This is an optimization exercise on Yosys and OpenROAD, whose aim is small area and a short achievable clock period, not a production implementation.
Only simulation tests tie the RTL to the original design; equivalence was not proved.
Power figures rest on the tool's default switching activity, not on a simulated workload.

v19:
Design fp32_mul, start of the top module:
module fp32_mul
(
    input  logic        clk,
    input  logic        rst_n,
    input  logic [31:0] a,
    input  logic [31:0] b,
    input  logic        in_valid,
    output logic        out_valid,
    output logic [31:0] result
);
clock: 8.5 ns
lec_check: 0
cap_margin: 20
core_margin: 2
core_utilization: 40
cts_cluster_diameter: 100
cts_cluster_size: 25
slew_margin: 20
synth_hierarchical: 1
synth_minimum_keep_size: 0
standard.sh (not shown) runs the stock make flow with config.mk's settings and CLKGATE_MAP_FILE= SYNTH_SCRIPT=/design/flow/synth_recipe.tcl, a recipe that flattens the netlist after the stock synthesis.
==> flow/flow/run.sh <==
#!/bin/bash
# Own layout flow: the standard layout (standard.sh, ORFS from synthesis
# to finish, synthesis unchanged) with two changes to how the layout is made:
#  - repair_timing aims below the clock period: a path with less than
#    SETUP_SLACK_MARGIN ns of setup slack is treated as one to fix;
#  - the port buffers that buffer_ports inserts on every input and output
#    are sky130_fd_sc_hd__buf_2 rather than the cell it picks by default.
# Each tool's full output stays in orfs/logs; make's output in standard.log.
set -euo pipefail
export SETUP_SLACK_MARGIN=5.1
export BUFFER_PORTS_ARGS="-buffer_cell sky130_fd_sc_hd__buf_2"
bash standard.sh > standard.log 2>&1
v19 completed end to end with timing, DRC and antenna clean.
diff inputs: v19 => v8
--- a/flow/flow/run.sh
+++ b/flow/flow/run.sh
@@ -9,3 +9,3 @@
 set -euo pipefail
-export SETUP_SLACK_MARGIN=5.1
+export SETUP_SLACK_MARGIN=5.5
 export BUFFER_PORTS_ARGS="-buffer_cell sky130_fd_sc_hd__buf_2"
==> notes.md <==
- Summary of v8 over v19: clock-buffer cell count went down by 12%; multi-input gate share of the layout cell area went down by 2.4 points.
- v8 vs. v19: non-clock buffer count shows an increase of 56%; summed instance area of the synthesized netlist closely matched the old numbers; number of CTS-inserted buffers picked up an extra about 10%; power in the clock group went up.
- Note that the combinational power recorded for v19 amounts to 0.845 times the value seen in v8.
--- input diff v8..v36 ---
# v8
export LEC_CHECK = 0
export CAP_MARGIN = 20
export CORE_MARGIN = 2
export CORE_UTILIZATION = 40
export CTS_CLUSTER_DIAMETER = 100
export CTS_CLUSTER_SIZE = 25
export SLEW_MARGIN = 20
export SYNTH_HIERARCHICAL = 1
export SYNTH_MINIMUM_KEEP_SIZE = 0
create_clock -name core_clock -period 8.5 [get_ports {clk}]
# v36
export LEC_CHECK = 0
export CAP_MARGIN = 20
export CORE_MARGIN = 2
export CORE_UTILIZATION = 40
export CTS_CLUSTER_DIAMETER = 100
export CTS_CLUSTER_SIZE = 25
export SLEW_MARGIN = 20
export SYNTH_HIERARCHICAL = 1
export SYNTH_MINIMUM_KEEP_SIZE = 0
export TNS_END_PERCENT = 5
create_clock -name core_clock -period 8.5 [get_ports {clk}]
--- a/flow/flow/run.sh
+++ b/flow/flow/run.sh
@@ -9,3 +9,3 @@
 set -euo pipefail
-export SETUP_SLACK_MARGIN=5.5
+export SETUP_SLACK_MARGIN=5.3
 export BUFFER_PORTS_ARGS="-buffer_cell sky130_fd_sc_hd__buf_2"
Notes after the runs:
The flow did not stop early for v36: all stages ran, and the layout cleared the timing, design-rule and antenna checks.
Post-route cell area, v36 and v8, higher one = v8.
Higher signal arrival time at the worst endpoint among v36 and v8: v36
Width of the chip came out exactly the same in v36 and v8.
--- input diff v36..v7 ---
# v36
export LEC_CHECK = 0
export CAP_MARGIN = 20
export CORE_MARGIN = 2
export CORE_UTILIZATION = 40
export CTS_CLUSTER_DIAMETER = 100
export CTS_CLUSTER_SIZE = 25
export SLEW_MARGIN = 20
export SYNTH_HIERARCHICAL = 1
export SYNTH_MINIMUM_KEEP_SIZE = 0
export TNS_END_PERCENT = 5
create_clock -name core_clock -period 8.5 [get_ports {clk}]
# v7
export LEC_CHECK = 0
export CAP_MARGIN = 20
export CORE_MARGIN = 2
export CORE_UTILIZATION = 40
export CTS_CLUSTER_DIAMETER = 100
export CTS_CLUSTER_SIZE = 25
export PLACE_DENSITY = 0.75
export SLEW_MARGIN = 20
export SYNTH_HIERARCHICAL = 1
export SYNTH_MINIMUM_KEEP_SIZE = 0
create_clock -name core_clock -period 8.5 [get_ports {clk}]
Findings:
Re final setup violation count: no difference whatsoever between v7 and v36.
Sequential power essentially unchanged between v7 and v36.
Required time at the endpoint of the critical path across v36 and v7: no real change.
| post-route non-filler standard cell count | v36 vs v7 | ≈ equal |
Delta (v7 minus v36): part of the total power dissipated in combinational logic went up 0.7 points, total negative setup slack held, number of nets at the end of the flow went up 0.31%.
[inputs] v25 vs v7
# v7
export LEC_CHECK = 0
export CAP_MARGIN = 20
export CORE_MARGIN = 2
export CORE_UTILIZATION = 40
export CTS_CLUSTER_DIAMETER = 100
export CTS_CLUSTER_SIZE = 25
export PLACE_DENSITY = 0.75
export SLEW_MARGIN = 20
export SYNTH_HIERARCHICAL = 1
export SYNTH_MINIMUM_KEEP_SIZE = 0
create_clock -name core_clock -period 8.5 [get_ports {clk}]
# v25
export LEC_CHECK = 0
export CAP_MARGIN = 20
export CORE_MARGIN = 2
export CORE_UTILIZATION = 40
export CTS_CLUSTER_DIAMETER = 100
export CTS_CLUSTER_SIZE = 25
export PLACE_DENSITY = 0.45
export SLEW_MARGIN = 20
export SYNTH_HIERARCHICAL = 1
export SYNTH_MINIMUM_KEEP_SIZE = 0
create_clock -name core_clock -period 8.5 [get_ports {clk}]
==> notes.md <==
Clock latency at the later pin of the worst-skew pair: higher on v25. In v25, the routed wire length came out about 20% above the value in v7. [v25] worst slack on hold paths rose 18 ps relative to v7. v25 against v7; last weighted congestion value of the routability-driven placer is down by a little under 10%. Comparing v7 and v25, first-iteration DRC count is higher on v7. The shortest clock period the worst path allows after layout in v25 was lower than what v7 gave.

## the previous run
fp32_mul again, from the RTL that the note above started with.
// fp32_mul
module fp32_mul
(
    input  logic        clk,
    input  logic        rst_n,
    input  logic [31:0] a,
    input  logic [31:0] b,
    input  logic        in_valid,
    output logic        out_valid,
    output logic [31:0] result
);
    logic [7:0]  ea, eb;
    logic        ha, hb, fza, fzb, ea_max, eb_max;
    logic        a_zero, b_zero, a_inf, b_inf, a_nan, b_nan;
    logic        r_nan, r_inf, r_zero;
    logic [23:0] sa, sb;
    logic [12:0] bd_one, bd_two, bd_neg;
    logic [4:0]  lz_a, lz_b;
    assign ea     = a[30:23];
    assign eb     = b[30:23];
    assign ha     = |ea;
    assign hb     = |eb;
    assign ea_max = &ea;
    assign eb_max = &eb;
    assign fza    = ~|a[22:0];
    assign fzb    = ~|b[22:0];
    assign a_zero = ~ha & fza;
    assign b_zero = ~hb & fzb;
    assign a_inf  = ea_max & fza;
    assign b_inf  = eb_max & fzb;
    assign a_nan  = ea_max & ~fza;
    assign b_nan  = eb_max & ~fzb;
    assign sa     = {ha, a[22:0]};
    assign sb     = {hb, b[22:0]};
    assign r_nan  = a_nan | b_nan | (a_inf & b_zero) | (b_inf & a_zero);
    assign r_inf  = ~r_nan & (a_inf | b_inf);
    assign r_zero = ~r_nan & ~r_inf & (a_zero | b_zero);
    always_comb begin
        for (int k = 0; k < 13; k++) begin
            logic y2, y1, y0;
            y2 = (2*k+1 < 24) ? sb[2*k+1] : 1'b0;
            y1 = (2*k   < 24) ? sb[2*k]   : 1'b0;
            y0 = (k > 0)      ? sb[2*k-1] : 1'b0;
            bd_neg[k] = y2;
            bd_one[k] = y1 ^ y0;
            bd_two[k] = (y2 & ~y1 & ~y0) | (~y2 & y1 & y0);
        end
    end
    fp_lzc24 u_lza (.v(sa), .n(lz_a));
    fp_lzc24 u_lzb (.v(sb), .n(lz_b));
    logic        v1, s1;
    logic [1:0]  sp1;                 
    logic [23:0] sa1_n;               
    logic [12:0] one1_n;              
  ...
clock: 8.5 ns
lec_check: 0
cap_margin: 20
core_margin: 2
core_utilization: 40
slew_margin: 20
synth_hierarchical: 1
synth_minimum_keep_size: 0
==> flow/flow/run.sh <==
#!/bin/bash
# Own layout flow: the standard layout (standard.sh, ORFS from synthesis
# to finish, synthesis unchanged) with two changes to how the layout is made:
#  - repair_timing aims below the clock period: a path with less than
#    SETUP_SLACK_MARGIN ns of setup slack is treated as one to fix;
#  - the port buffers that buffer_ports inserts on every input and output
#    are sky130_fd_sc_hd__buf_2 rather than the cell it picks by default.
# Each tool's full output stays in orfs/logs; make's output in standard.log.
set -euo pipefail
export SETUP_SLACK_MARGIN=5.3
export BUFFER_PORTS_ARGS="-buffer_cell sky130_fd_sc_hd__buf_2"
bash standard.sh > standard.log 2>&1
The previous run completed every stage of the flow, and the final layout passed the timing, design-rule and antenna checks.
Here is what was changed in the inputs of the current run compared with the previous run.
- putting CTS_CLUSTER_SIZE at 25 where nothing was set
- putting CTS_CLUSTER_DIAMETER at 100 where nothing was set
Findings:
[compare] base=the previous run new=the current run: wire length on met3 fell by about 1.6%, switching power fell by about 2.7%, insertion delay of the later-clocked pin in the worst-skew pair fell by 0.02 ns, relative contribution of combinational cells to total power rose by 3.9 points.

fp32_mul again, from the RTL that the note above started with.
==> flow/config.mk <==
export PLATFORM = sky130hd
export DESIGN_NAME = fp32_mul
export DESIGN_NICKNAME = fp32_mul
export VERILOG_FILES = /design/flow/design.v
export SDC_FILE = /design/flow/constraint.sdc
export NUM_CORES = 4
export LEC_CHECK = 0
export CAP_MARGIN = 20
export CORE_MARGIN = 2
export CORE_UTILIZATION = 40
export CTS_CLUSTER_DIAMETER = 100
export CTS_CLUSTER_SIZE = 25
export SLEW_MARGIN = 20
export SYNTH_HIERARCHICAL = 1
export SYNTH_MINIMUM_KEEP_SIZE = 0
export TNS_END_PERCENT = 30
==> flow/constraint.sdc <==
create_clock -name core_clock -period 8.5 [get_ports {clk}]
set_input_delay 1.7000 -clock core_clock [delete_from_list [all_inputs] [get_ports {clk}]]
set_output_delay 1.7000 -clock core_clock [all_outputs]
set_load 0.01 [all_outputs]
Scripts as last shown in full above: flow/flow/run.sh
The baseline completed with no timing, DRC or antenna violations.
==> next run, changes <==
--- a/flow/flow/run.sh
+++ b/flow/flow/run.sh
@@ -7 +7 @@
-#    are sky130_fd_sc_hd__buf_2 rather than the cell it picks by default.
+#    are sky130_fd_sc_hd__buf_1 rather than the cell it picks by default.
@@ -11 +11 @@
-export BUFFER_PORTS_ARGS="-buffer_cell sky130_fd_sc_hd__buf_2"
+export BUFFER_PORTS_ARGS="-buffer_cell sky130_fd_sc_hd__buf_1"
TNS_END_PERCENT = default   (was 30)
Outcome:
- clock-buffer cell count is unchanged
- design area is lower slightly
- synthesized cell count is unchanged
- wire length is about the same
- via count stays flat
- fmax grows by a few percent
- hold slack barely changes
- non-clock buffer count fell by 5
- core utilization is lower by 0.16 points

afterwards: timing with drivers on the ports:
Ports are ideal in the flow. The routed layouts listed here were re-timed in OpenROAD.
Step 1: set_driving_cell puts a clkbuf_16 on clk and a buf_2 on each other input, an assumption about the parent block.
Step 2 times the ports against the registers' clock, not the clock port: input delays grow and output delays shrink by t, the midpoint of the rising clock arrivals with the driver on.
Three values: ideal ports, drivers, drivers and shift; two values: the first two.
| run | t, ns | slack for setup (ns) | worst setup path at the end |
|---|---|---|---|
| v19 | 0.616 | 5.189 / 5.189 / 4.811 | input to register |
| v8 | 0.637 | 5.315 / 5.315 / 5.098 | input to register |
| v36 | 0.611 | 5.229 / 5.229 / 4.712 | input to register |
| v7 | 0.613 | 5.285 / 5.285 / 5.128 | input to register |
| v25 | 0.651 | 5.367 / 5.367 / 4.936 | input to register |
| the previous run | 0.644 | 5.326 / 5.326 / 4.872 | input to register |
| the current run | 0.627 | 5.315 / 5.315 / 4.869 | input to register |
| the first run of note 3 | 0.625 | 5.233 / 5.233 / 4.917 | input to register |
| the second run of note 3 | 0.623 | 5.307 / 5.307 / 4.875 | input to register |
After both steps setup and hold are still met in every run listed. The setup slack of v36, which loses most, moves by 0.000 ns with the drivers and by -0.517 ns with both steps.
